From an optimization exercise on the open Yosys and OpenROAD flow, aimed at a short achievable clock period and few clock cycles; shortcuts taken in it are not production practice. Function was checked by simulation only, so behaviour that the tests miss may differ from the original. No activity file was given, so power comes from the tool's default toggle rates.

==> design/flow/design.v <==
package corePkg;
    localparam logic [5:0] opSpecial = 6'h00;
    localparam logic [5:0] opJ       = 6'h02;
    localparam logic [5:0] opBeq     = 6'h04;
    localparam logic [5:0] opOri     = 6'h0d;
    localparam logic [5:0] opLui     = 6'h0f;
    localparam logic [5:0] opLw      = 6'h23;
    localparam logic [5:0] opSw      = 6'h2b;
    localparam logic [5:0] fnAddu = 6'h21;
    localparam logic [5:0] fnSubu = 6'h23;
    localparam logic [1:0] fwdNone = 2'd0;
    localparam logic [1:0] fwdMem  = 2'd1;
    localparam logic [1:0] fwdWb   = 2'd2;
    localparam int dmemWords    = 64;
    localparam int dmemAddrBits = $clog2(dmemWords);
    typedef struct packed {
        logic [5:0] opcode;
        logic [4:0] rs;
        logic [4:0] rt;
        logic [4:0] rd;
        logic [4:0] shamt;
        logic [5:0] funct;
    } rFormatT;
    typedef struct packed {
        logic [5:0]  opcode;
        logic [4:0]  rs;
        logic [4:0]  rt;
        logic [15:0] imm16;
    } iFormatT;
    typedef union packed {
        rFormatT r;
        iFormatT i;
    } instrT;
    function automatic logic [31:0] fwdMux(
        input logic [1:0]  sel,
        input logic [31:0] regVal,
        input logic [31:0] memVal,
        input logic [31:0] wbVal
    );
        case (sel)
            fwdMem:  fwdMux = memVal;
            fwdWb:   fwdMux = wbVal;
            default: fwdMux = regVal;
        endcase
    endfunction
endpackage
module pipelineCore (
    input  logic        clk,
    input  logic        rst,
    input  logic [31:0] imemData,
    output logic [31:0] imemAddr,
    output logic        wbWe,
    output logic [4:0]  wbReg,
    output logic [31:0] wbData,
    output logic [31:0] wbPc
);
    logic [31:0] fpc;
    logic        ovrV;           
    logic [31:0] ovrT;
    logic        vD;
    logic [31:0] irD;
    logic [31:0] pcD;
    logic [31:0] pc4D;
    logic [4:0]  destE;          
    logic        subE;
    logic        oriE;
    logic        lwE;
    logic        swE;
    logic        beqE;           
    logic        deferE;         
    logic [31:0] aE;
    logic [31:0] bE;             
    logic [31:0] sE;             
    logic        fwdAE;          
    logic        fwdBE;
    logic        fwdSE;
    logic        sFromWE;        
    logic [31:0] pcE;
    logic [31:0] brTgtE;
    logic [4:0]  destM;
    logic        lwM;
    logic        swM;
    logic [31:0] aluM;
    logic [31:0] storeM;
    logic        sFromWM;
    logic [63:0] idxM;           
    logic [31:0] pcM;
    logic [31:0] rf   [32];
    logic [31:0] dmem [64];
    logic [5:0]  opD;
    logic [4:0]  rsD;
    logic [4:0]  rtD;
    logic [4:0]  rdD;
    logic [5:0]  fnD;
    logic [15:0] immD;
    logic        adduD;
    logic        subuD;
    logic        oriD;
    logic        luiD;
    logic        lwD;
    logic        swD;
    logic        beqD;
    logic        jD;
    logic        beqSameD;
    logic        beqChkD;
    logic        predTkD;
    logic [31:0] predTgtD;
    logic [31:0] brTgtD;
    logic [4:0]  destD;
    logic        useRsD;
    logic        useRtD;
    logic        useImmD;
    logic [31:0] immValD;
    assign opD  = irD[31:26];
    assign rsD  = irD[25:21];
    assign rtD  = irD[20:16];
    assign rdD  = irD[15:11];
    assign fnD  = irD[5:0];
    assign immD = irD[15:0];
    assign adduD = vD && opD == 6'h00 && fnD == 6'h21;
    assign subuD = vD && opD == 6'h00 && fnD == 6'h23;
    assign oriD  = vD && opD == 6'h0d;
    assign luiD  = vD && opD == 6'h0f;
    assign lwD   = vD && opD == 6'h23;
    assign swD   = vD && opD == 6'h2b;
    assign beqD  = vD && opD == 6'h04;
    assign jD    = vD && opD == 6'h02;
    assign beqSameD = beqD && rsD == rtD;
    assign beqChkD  = beqD && rsD != rtD;
    assign brTgtD   = pc4D + {{14{immD[15]}}, immD, 2'b00};
    assign predTkD  = jD || beqSameD;
    assign predTgtD = jD ? {pc4D[31:28], irD[25:0], 2'b00} : brTgtD;
    always_comb begin
        if (adduD || subuD) destD = rdD;
        else if (oriD || luiD || lwD) destD = rtD;
        else destD = 5'd0;
    end
    assign useRsD  = adduD || subuD || oriD || lwD || swD || beqChkD;
    assign useRtD  = adduD || subuD || beqChkD;
    assign useImmD = oriD || luiD || lwD || swD;
    always_comb begin
        if (oriD) immValD = {16'h0000, immD};
        else if (luiD) immValD = {immD, 16'h0000};
        else immValD = {{16{immD[15]}}, immD};
    end
    logic [31:0] mRes;
    logic        hitEA;
    logic        hitEB;
    logic        hitMA;
    logic        hitMB;
    logic [31:0] rsVal;
    logic [31:0] rtVal;
    logic        stall;
    assign hitEA = destE != 5'd0 && destE == rsD;
    assign hitEB = destE != 5'd0 && destE == rtD;
    assign hitMA = destM != 5'd0 && destM == rsD;
    assign hitMB = destM != 5'd0 && destM == rtD;
    assign rsVal = (rsD == 5'd0) ? 32'd0 : hitMA ? mRes : rf[rsD];
    assign rtVal = (rtD == 5'd0) ? 32'd0 : hitMB ? mRes : rf[rtD];
    assign stall = lwE && ((useRsD && hitEA) || (useRtD && hitEB));
    logic [31:0] opA;
    logic [31:0] opB;
    logic [31:0] sumE;
    logic [31:0] resE;
    logic        mispE;
    logic [7:0]  addrE;
    assign opA = fwdAE ? aluM : aE;
    assign opB = fwdBE ? (aluM ^ {32{subE}}) : bE;
    logic [32:0] sum33;
    assign sum33 = {opA, 1'b1} + {opB, subE};
    assign sumE  = sum33[32:1];
    assign resE  = oriE ? (opA | opB) : sumE;
    assign mispE = beqE && opA == opB;
    assign addrE = opA[7:0] + bE[7:0];
    logic [31:0] fpc4;
    logic [31:0] fpcN;
    logic        killF;
    assign imemAddr = fpc;
    assign fpc4     = {fpc[31:2] + 30'd1, 2'b00};
    assign killF    = mispE && !deferE;
    always_comb begin
        if (mispE) fpcN = brTgtE;
        else if (stall) fpcN = fpc;
        else if (ovrV) fpcN = ovrT;
        else if (predTkD) fpcN = predTgtD;
        else fpcN = fpc4;
    end
    always_ff @(posedge clk) begin
        if (rst) begin
            fpc    <= 32'd0;
            ovrV   <= 1'b0;
            vD     <= 1'b0;
            deferE <= 1'b0;
        end else begin
            fpc    <= fpcN;
            ovrV   <= killF && predTkD;
            deferE <= killF;
            if (!stall) vD <= !killF;
        end
    end
    always_ff @(posedge clk) begin
        ovrT <= predTgtD;
        if (!stall) begin
            irD  <= imemData;
            pcD  <= fpc;
            pc4D <= fpc4;
        end
    end
    always_ff @(posedge clk) begin
        if (rst || stall) begin
            destE <= 5'd0;
            subE  <= 1'b0;
            oriE  <= 1'b0;
            lwE   <= 1'b0;
            swE   <= 1'b0;
            beqE  <= 1'b0;
            fwdAE <= 1'b0;
            fwdBE <= 1'b0;
            fwdSE <= 1'b0;
            sFromWE <= 1'b0;
        end else begin
            destE <= destD;
            subE  <= subuD;
            oriE  <= oriD;
            lwE   <= lwD;
            swE   <= swD;
            beqE  <= beqChkD;
            fwdAE <= useRsD && hitEA;
            fwdBE <= useRtD && hitEB;
            fwdSE <= swD && hitEB && !lwE;
            sFromWE <= swD && hitEB && lwE;
        end
    end
    always_ff @(posedge clk) begin
        aE     <= luiD ? 32'd0 : rsVal;
        bE     <= useImmD ? immValD : (subuD ? ~rtVal : rtVal);
        sE     <= rtVal;
        pcE    <= pcD;
        brTgtE <= brTgtD;
    end
    always_ff @(posedge clk) begin
        if (rst) begin
            destM <= 5'd0;
            lwM   <= 1'b0;
            swM   <= 1'b0;
        end else begin
            destM <= destE;
            lwM   <= lwE;
            swM   <= swE;
        end
    end
    always_ff @(posedge clk) begin
        aluM    <= resE;
        storeM  <= fwdSE ? aluM : sE;
        sFromWM <= sFromWE;
        idxM    <= 64'd1 << addrE[7:2];
        pcM     <= pcE;
    end
    logic [31:0] loadData;
    logic [31:0] storeData;
    always_comb begin
        loadData = 32'd0;
        for (int i = 0; i < 64; i++) begin
            loadData = loadData | (dmem[i] & {32{idxM[i]}});
        end
    end
    assign mRes      = lwM ? loadData : aluM;
    assign storeData = sFromWM ? wbData : storeM;
    always_ff @(posedge clk) begin
        for (int i = 0; i < 64; i++) begin
            if (swM && idxM[i]) dmem[i] <= storeData;
        end
    end
    always_ff @(posedge clk) begin
        if (destM != 5'd0) rf[destM] <= mRes;
    end
    always_ff @(posedge clk) begin
        if (rst) begin
            wbWe  <= 1'b0;
            wbReg <= 5'd0;
        end else begin
            wbWe  <= destM != 5'd0;
            wbReg <= destM;
        end
    end
    always_ff @(posedge clk) begin
        wbData <= mRes;
        wbPc   <= pcM;
    end
endmodule
==> design/flow/run.sh <==
#!/bin/bash
# synth_recipe.tcl (not shown) runs the flow's synth.tcl, then flattens the netlist and writes it again
# the make line also repeats each setting of config.mk as NAME=value (left out here)
make -C /OpenROAD-flow-scripts/flow DESIGN_CONFIG=/design/flow/config.mk WORK_HOME=/design/flow/orfs CLKGATE_MAP_FILE= SYNTH_SCRIPT=/design/flow/synth_recipe.tcl finish
==> design/flow/config.mk <==
export PLATFORM = sky130hd
export DESIGN_NAME = pipelineCore
export DESIGN_NICKNAME = pipelineCore
export VERILOG_FILES = /design/flow/design.v
export SDC_FILE = /design/flow/constraint.sdc
export NUM_CORES = 4
export LEC_CHECK = 0
export CAP_MARGIN = 20
export CORE_MARGIN = 2
export CORE_UTILIZATION = 30
export PLACE_DENSITY = 0.5
export SLEW_MARGIN = 20
==> design/flow/constraint.sdc <==
create_clock -name core_clock -period 7.0 [get_ports {clk}]
set_input_delay 1.4000 -clock core_clock [delete_from_list [all_inputs] [get_ports {clk}]]
set_output_delay 1.4000 -clock core_clock [all_outputs]
set_load 0.01 [all_outputs]
==> run notes <==
## stage by stage
| stage | util, % | total power (W) | hold WS (ns) | cells |
|---|---|---|---|---|
| finish | 35.0 | 0.0552 | 0.254 | 15400 |
| global route | 35.0 | 0.0563 | 0.264 | 15400 |
| CTS | 35.0 | 0.0549 | 0.262 | 15400 |
| detailed placement | 32.3 | 0.0343 | 0.312 | 14700 |
| global placement | 32.3 | 0.0342 | 0.311 | 14700 |
| floorplan | - | 0.0299 | 0.310 | 8319 |
## worst min path at each step
| stage | end | cells past startpoint |
|---|---|---|
| after floorplan | pcM[10]$_DFF_P_ | 0 |
| after global placement | pcM[25]$_DFF_P_ | 0 |
| after detailed placement | sFromWM$_DFF_P_ | 0 |
| after CTS | wbPc[25]$_DFF_P_ | 0 |
| after global routing | wbPc[25]$_DFF_P_ | 0 |
| final | wbPc[25]$_DFF_P_ | 0 |
## layout by cell type (no fill, tap or decap), types with 39 or more instances in the layout
master / Yosys / final
mux4_2: 541 / 541
nor3_1: 56 / 56
inv_1: 133 / 121
nand4_1: 192 / 192
a211oi_1: 77 / 76
mux2i_1: 211 / 211
a22oi_1: 637 / 637
nor2b_1: 48 / 47
edfxtp_1: 3164 / 3164
nor2_1: 370 / 336
buf_4: 30 / 323
a21oi_1: 159 / 158
clkinv_1: 1 / 52
clkinv_2: 0 / 54
nand2_1: 225 / 224
and2_2: 0 / 61
a22o_1: 183 / 183
dfxtp_1: 472 / 397
dfxtp_2: 0 / 68
xnor2_1: 125 / 125
o21ai_0: 129 / 127
mux2_2: 91 / 83
nor4_1: 43 / 39
clkdlybuf4s50_1: 0 / 130
ha_1: 99 / 99
clkbuf_1: 360 / 93
bufinv_16: 0 / 41
nand3_1: 109 / 109
clkbuf_16: 0 / 384
a221oi_1: 256 / 256
## area by class of cell
cell class | count | area, um^2
fill | 44900 | 311000
sequential | 3636 | 105000
multi-input combinational | 4039 | 37200
clock buffer | 509 | 10400
tap | 6400 | 8010
timing repair buffer | 478 | 4220
clock inverter | 187 | 2370
inverter | 134 | 508
antenna | 23 | 57.6
## kinds of logic (layout without fill, tap and decap cells)
logic type | count (synthesis) | count (layout)
compound gates | 1699 | 1699
flops | 3636 | 3636
buf+inv | 644 | 1308
fa+ha+maj | 101 | 101
other cells | 1 | 59
simple gates | 1201 | 1201
xor+xnor | 158 | 158
mux | 844 | 844
## power by group through the flow
stage	clock network, W	registers [W]	logic [W]
floorplan	0	0.0260	0.00388
global placement	0	0.0267	0.00743
detailed placement	0	0.0268	0.00755
CTS	0.0210	0.0263	0.00757
global route	0.0218	0.0263	0.00816
finish	0.0209	0.0263	0.00795
## state kept, by name, summed over array words and instances, names as in the netlist, 5 cells and up, named ones only
name / cells
aE: 32
aluM: 32
bE: 32
brTgtE: 30
destE: 5
destM: 5
dmem: 2048
fpc: 30
idxM: 64
irD: 32
ovrT: 30
pc4D: 30
pcD: 30
pcE: 30
pcM: 30
rf: 1024
sE: 32
storeM: 32
wbData: 32
wbPc: 30
wbReg: 5
## per-layer routing
metal | routed length, um | global-route usage, % | vias to the layer above | part of all wire [%]
met5 | 12 | 0 | - | 0.0020
met4 | 31500 | 10.6 | 2 | 5.3
met3 | 70900 | 5.70 | 1425 | 12
met2 | 266000 | 36.8 | 6836 | 45
met1 | 226000 | 31.9 | 48700 | 38
li1 | - | - | 34900 | -
==> results.json <==
{
  "core-area_mm2": 0.478,
  "slowest_stage": "a221oi_1",
  "grt_usage_pct": 23.8,
  "max_freq_ghz": 0.203,
  "drt-total-wl_mm": 595,
  "yosysUniqueCellTypes": 87,
  "p_int_w": 0.0394,
  "r2r-end": "rf[13][24]$_DFFE_PP_",
  "synth_seq_area_share_pct": 72.7,
  "clk_pin_slew_ns": 0.06,
  "synthXorXnorAreaFrac_pct": 0.963,
  "synth_enable_flop_cells": 3164,
  "place_congestion": 0.875,
  "r2r.worst_path.cells": 7,
  "r2r_start": "idxM[10]$_SDFF_PP0_",
  "start_kind": "register",
  "critPathMaxFanout": 33,
  "post-place-ws_ns": 2.26,
  "grt_pass1_wl_mm": 789,
  "syn_area_mm2": 0.144,
  "grt_pass1_vias": 87400,
  "tightest_slew_ns": 1.25,
  "syn_inst": 8284,
  "irDropWorstVdd_v": 0.000246,
  "grt-ovfl-total": 0,
  "die_area_mm2": 0.485,
  "worstSetupPathDepth": 7,
  "cts_tree": "done",
  "ctsHoldBuffers": 0,
  "crit_path_end_kind": "register",
  "cp_top_family": "compound AO/OA/AOI/OAI gates",
  "synth_ff_type": "edfxtp_1",
  "setup_ws_ns": 2.08,
  "cts_sinks": 3636,
  "synth_top_cell_by_area": "edfxtp_1",
  "status": "timing/DRC/antenna clean",
  "netSwitchingPower_w": 0.0157,
  "root_buffer": "clkbuf_16",
  "finalCritPeriodShare_pct": 70.3,
  "io_pins": 136,
  "hold_violations": 0,
  "numCtsBuffers": 374,
  "cts_resized": 0,
  "fin_area_mm2": 0.167,
  "crit_start": "idxM[10]$_SDFF_PP0_",
  "synth_compound_area_share_pct": 8.85,
  "dr_total_vias": 91800,
  "p_leak_nw": 53.6,
  "antenna_left": 0,
  "placed_area_mm2": 0.154,
  "synthSimpleGateAreaFrac_pct": 4.11,
  "yosys-top-cells-area": "edfxtp_1, mux4_2, dfxtp_1",
  "synth_seq_cells": 3636,
  "r2r_slack_ns": 2.08,
  "power_switching_share_pct": 28.5,
  "ctsHtreeMaxLevel": 5,
  "yosysMostFrequentCell": "edfxtp_1",
  "slew_violations": 0,
  "finalCriticalPeriod_ns": 4.92,
  "die_w_um": 696,
  "syn_avg_cell_area_um2": 17.4,
  "maxCapViolCount": 0,
  "die_y_um": 696,
  "synth_top_area_share_pct": 66.1,
  "arrival_ns": 5.43,
  "dr.pass1.iters": 6,
  "rows": 254,
  "start_util_pct": 30.1,
  "wl_per_cell_um": 38.6,
  "endpoint": "rf[13][24]$_DFFE_PP_",
  "synthMuxAreaShare_pct": 10.7,
  "port_buffers": 131,
  "hp-class": "reg -> reg",
  "cts_max_path_buffers": 4,
  "synth-adder-area-share_pct": 0.890,
  "synth_common_cells": "edfxtp_1, a22oi_1, mux4_2",
  "drtIter0Drc": 15900,
  "setup-tns-final_ns": 0,
  "power_frac_comb_pct": 14.4,
  "clock_skew_ns": 0.101,
  "crit_type": "reg -> reg",
  "cp.required_ns": 7.51,
  "worstPathCellList": "buf_4, a221oi_1, nand3_1, nor2_1, nand4_1, o22ai_1, inv_1",
  "pwr-share-clk_pct": 37.9,
  "slowest_delay_ns": 0.97,
  "synth_top_family_by_area": "multiplexers",
  "powerDensity_mw_per_mm2": 330,
  "critPathBufInv": 2,
  "async_reset_ff_share_pct": 0,
  "synthToLayoutAreaGrowth_pct": 16.4,
  "cts_setup_buffers": 0,
  "setup_viol": 0,
  "vias_per_cell": 5.96,
  "final_nets": 8798,
  "insertion_delay_ns": 1.01,
  "power_frac_seq_pct": 47.7,
  "antenna_found_initial": 39,
  "ys_warn_count": 2,
  "drc_errors": 0,
  "slew-limit-headroom_pct": 16.1,
  "grt_max_degree": 105,
  "hp-start": "pcM[25]$_DFF_P_",
  "dp_hpwl_mm": 344,
  "rsz0062_at_grt": "no",
  "drive_above_1_share_pct": 19.6
}
Testbench counts, summed over its fixed seeds: cycles 42,359.

==> static timing again, ports no longer ideal <==
The results above use ideal ports. As a check the final layout listed here was re-extracted and re-timed, cells and wires unchanged. Step 1: set_driving_cell puts a clkbuf_16 on clk and a buf_2 on each other input, an assumption about the parent block. Step 2, shift: input delay + t, output delay - t, t = (earliest + latest rising clock arrival at the registers) / 2. This alone moves slack from input paths to output paths. a / b / c = no drivers / after step 1 / after step 2; a / b = the first two.
t (ns): 1.072
setup slack, ns: 2.080 / 2.080 / 2.080
hold slack, ns: 0.254 / 0.254 / 0.254
After both steps this run still meets setup and hold. The setup slack of this run moves by 0.000 ns with the drivers and by 0.000 ns with both steps.
